Background: an optimization exercise with open tools, aiming at small area, a short achievable clock period and few clock cycles per item. Do not read the settings as production practice. In this exercise RTL edits were held to simulation tests only and were not proved equivalent to the original.

lagoon:
==> module hsg_ctrl, before the edit <==
module hsg_ctrl (
	input  logic                          clk,
	input  logic                          arst_n,
	input  logic                          s_tvalid,
	output logic                          s_tready,
	input  logic [15:0]                   s_tdata,
	input  logic                          cfg_valid,
	output logic                          cfg_ready,
	input  logic [hsg_pkg::ACTIVE_W-1:0]  cfg_data,
	input  logic                          m_tready,
	input  logic [7:0]                    hold,      
	input  logic [7:0]                    taken,     
	output logic                          n_valid,
	output logic                          n_rst,
	output logic [7:0]                    n_s,
	output logic [3:0]                    n_c,
	output logic                          m_tvalid,
	output logic                          m_tlast,
	output logic [2:0]                    q,         
	output logic [7:0]                    qh,        
	output logic                          load,      
	output logic                          adv,       
	output logic [7:0]                    xfer_d
);
	logic [hsg_pkg::ACTIVE_W-1:0] active_q;
	logic        nv_q, noc_q;
	logic [12:0] n_q;
	logic        cv_q;
	logic [2:0]  q_q;
	logic        ov_q, ol_q, sr_q;
	logic [7:0]  qh_q, ls_q;     
	logic        accept, last, claim;
	logic [3:0]  cap;
	assign cfg_ready = 1'b1;
	assign s_tready  = sr_q;
	assign accept    = s_tvalid && !nv_q;
	assign cap       = (active_q > 4'd8) ? 4'd8 : active_q;
	assign adv      = !ov_q || m_tready;
	logic avail;
	assign avail    = cv_q && |(hold & qh_q);
	assign last     = |(qh_q & ls_q);
	assign xfer_d   = {8{adv}} & (avail ? qh_q : 8'd0);
	logic       cl_n [2];
	logic       nv_n [2], noc_n [2], cv_n [2], sr_n [2];
	logic [2:0] q_n [2];
	logic [7:0] qh_n [2];
	genvar ga;
	generate
		for (ga = 0; ga < 2; ga++) begin : g_adv
			logic ld, fr;
			assign ld        = (ga == 1) && avail;
			assign cl_n[ga]  = nv_q && !noc_q && (!cv_q || (ld && last));
			assign fr        = nv_q && (&taken) && (noc_q || cl_n[ga]);
			assign sr_n[ga]  = !(accept || (nv_q && !fr));
			assign nv_n[ga]  = accept ? 1'b1 : fr ? 1'b0 : nv_q;
			assign noc_n[ga] = accept ? 1'b0 : (!fr && cl_n[ga]) ? 1'b1 : noc_q;
			assign cv_n[ga]  = cl_n[ga] ? (n_q[12:9] != 4'd0) : ld ? !last : cv_q;
			assign q_n[ga]   = cl_n[ga] ? 3'd0 : ld ? (last ? 3'd0 : q_q + 3'd1) : q_q;
			assign qh_n[ga]  = cl_n[ga] ? 8'd1 : ld ? (last ? 8'd1 : {qh_q[6:0], qh_q[7]}) : qh_q;
		end
	endgenerate
	assign claim = adv ? cl_n[1] : cl_n[0];
	always_ff @(posedge clk or negedge arst_n) begin
		if (!arst_n) begin
			active_q <= hsg_pkg::ACTIVE_RESET;
			nv_q     <= 1'b0;
			noc_q    <= 1'b0;
			cv_q     <= 1'b0;
			q_q      <= 3'd0;
			qh_q     <= 8'd1;
			ov_q     <= 1'b0;
			sr_q     <= 1'b1;
		end else begin
			if (cfg_valid)
				active_q <= cfg_data;
			sr_q  <= adv ? sr_n[1]  : sr_n[0];
			nv_q  <= adv ? nv_n[1]  : nv_n[0];
			noc_q <= adv ? noc_n[1] : noc_n[0];
			cv_q  <= adv ? cv_n[1]  : cv_n[0];
			if (adv) begin
				q_q  <= q_n[1];
				qh_q <= qh_n[1];
			end
			ov_q  <= adv ? avail : 1'b1;
		end
	end
	always_ff @(posedge clk) begin
		if (accept)
			n_q <= {cap, s_tdata[8:1], s_tdata[0]};
		if (adv ? cl_n[1] : cl_n[0])
			ls_q <= (n_q[12:9] == 4'd0) ? 8'd0 : (8'd1 << (n_q[11:9] - 3'd1));
		if (adv)
			ol_q <= last;
	end
	assign n_valid = nv_q;
	assign n_rst   = n_q[0];
	assign n_s     = n_q[8:1];
	assign n_c     = n_q[12:9];
	assign m_tvalid = ov_q;
	assign m_tlast  = ol_q;
	assign q       = q_q;
	assign qh      = qh_q;
endmodule
clock: 10.0 ns
lec_check: 0
cap_margin: 20
core_margin: 2
core_utilization: 55
setup_slack_margin: 5.0
slew_margin: 20
run.sh (not shown) runs the stock make flow with config.mk's settings and CLKGATE_MAP_FILE= SYNTH_SCRIPT=/design/flow/synth_recipe.tcl, a recipe that flattens the netlist after the stock synthesis.
Testbench counts of lagoon, summed over its fixed seeds: cycles 3,136, items 384.
Input-level comparison between sierra and lagoon:
--- a/flow/design.v
+++ b/flow/design.v
@@ -2178,31 +2178,31 @@
 	always_ff @(posedge clk or negedge arst_n) begin
 		if (!arst_n) begin
 			active_q <= hsg_pkg::ACTIVE_RESET;
 			nv_q     <= 1'b0;
 			noc_q    <= 1'b0;
 			cv_q     <= 1'b0;
-			q_q      <= 3'd0;
-			qh_q     <= 8'd1;
 			ov_q     <= 1'b0;
 			sr_q     <= 1'b1;
 		end else begin
 			if (cfg_valid)
 				active_q <= cfg_data;
 			sr_q  <= adv ? sr_n[1]  : sr_n[0];
 			nv_q  <= adv ? nv_n[1]  : nv_n[0];
 			noc_q <= adv ? noc_n[1] : noc_n[0];
 			cv_q  <= adv ? cv_n[1]  : cv_n[0];
-			if (adv) begin
-				q_q  <= q_n[1];
-				qh_q <= qh_n[1];
-			end
 			ov_q  <= adv ? avail : 1'b1;
 		end
 	end
 	always_ff @(posedge clk) begin
+		if (adv) begin
+			q_q  <= q_n[1];
+			qh_q <= qh_n[1];
+		end
+	end
+	always_ff @(posedge clk) begin
 		if (accept)
 			n_q <= {cap, s_tdata[8:1], s_tdata[0]};
 		if (adv ? cl_n[1] : cl_n[0])
 			ls_q <= (n_q[12:9] == 4'd0) ? 8'd0 : (8'd1 << (n_q[11:9] - 3'd1));
 		if (adv)
 			ol_q <= last;
==> summary.txt <==
- Any difference in post-synthesis share of cell area spent on xor and xnor gates between lagoon and sierra is small enough to ignore.
- As far as post-CTS setup-driven buffer insertion count goes, lagoon and sierra are indistinguishable; the numbers are identical.
- NOTE multi-input combinational cell count lagoon->sierra increased slightly
- Relative to lagoon, aggregate global-route resource usage has gone up in sierra.
- Final-layout clock buffer total: lower on lagoon
- Hold slack on sierra is behind lagoon.
- Routed via count divided by cell count: sierra vs lagoon, no meaningful difference
- Comparing lagoon and sierra, the higher final cycle utilization of the critical path was measured on lagoon.
- lagoon and sierra ended up with nearly the same finished layout cell area.
- Changes observed in sierra relative to lagoon: total wirelength of the detailed-routed design now larger; shortest period the worst path allows now smaller; width of the chip comparable.
Testbench counts of sierra, summed over its fixed seeds: cycles 3,136, items 384.

[static timing again, ports no longer ideal]
The results above use ideal ports. As a check the final layouts listed here were re-extracted and re-timed, cells and wires unchanged. Step 1: set_driving_cell puts a clkbuf_16 on clk and a buf_2 on each other input, an assumption about the parent block. Step 2 moves the port delays by t, midway between the first and last clock arrival at a register: inputs arrive t later, outputs are due t later. That takes back most of the time a late clock gives input paths. Slacks: ideal / step 1 / step 2; pairs: ideal / step 1.
| run | shift t [ns] | setup slack, ns | hold slack, ns | worst setup path after step 2 | latest minus earliest clock arrival (ns) |
|---|---|---|---|---|---|
| lagoon | 0.688 | 5.639 / 5.639 / 5.423 | 0.461 / 0.461 / 0.461 | input to register | 0.030 / 0.030 |
| sierra | 0.709 | 5.866 / 5.866 / 5.866 | 0.453 / 0.453 / 0.453 | register to register | 0.049 / 0.049 |
After both steps every run listed still meets setup and hold. For lagoon, which loses most, drivers alone change the setup slack by 0.000 ns; drivers and shift together by -0.216 ns.
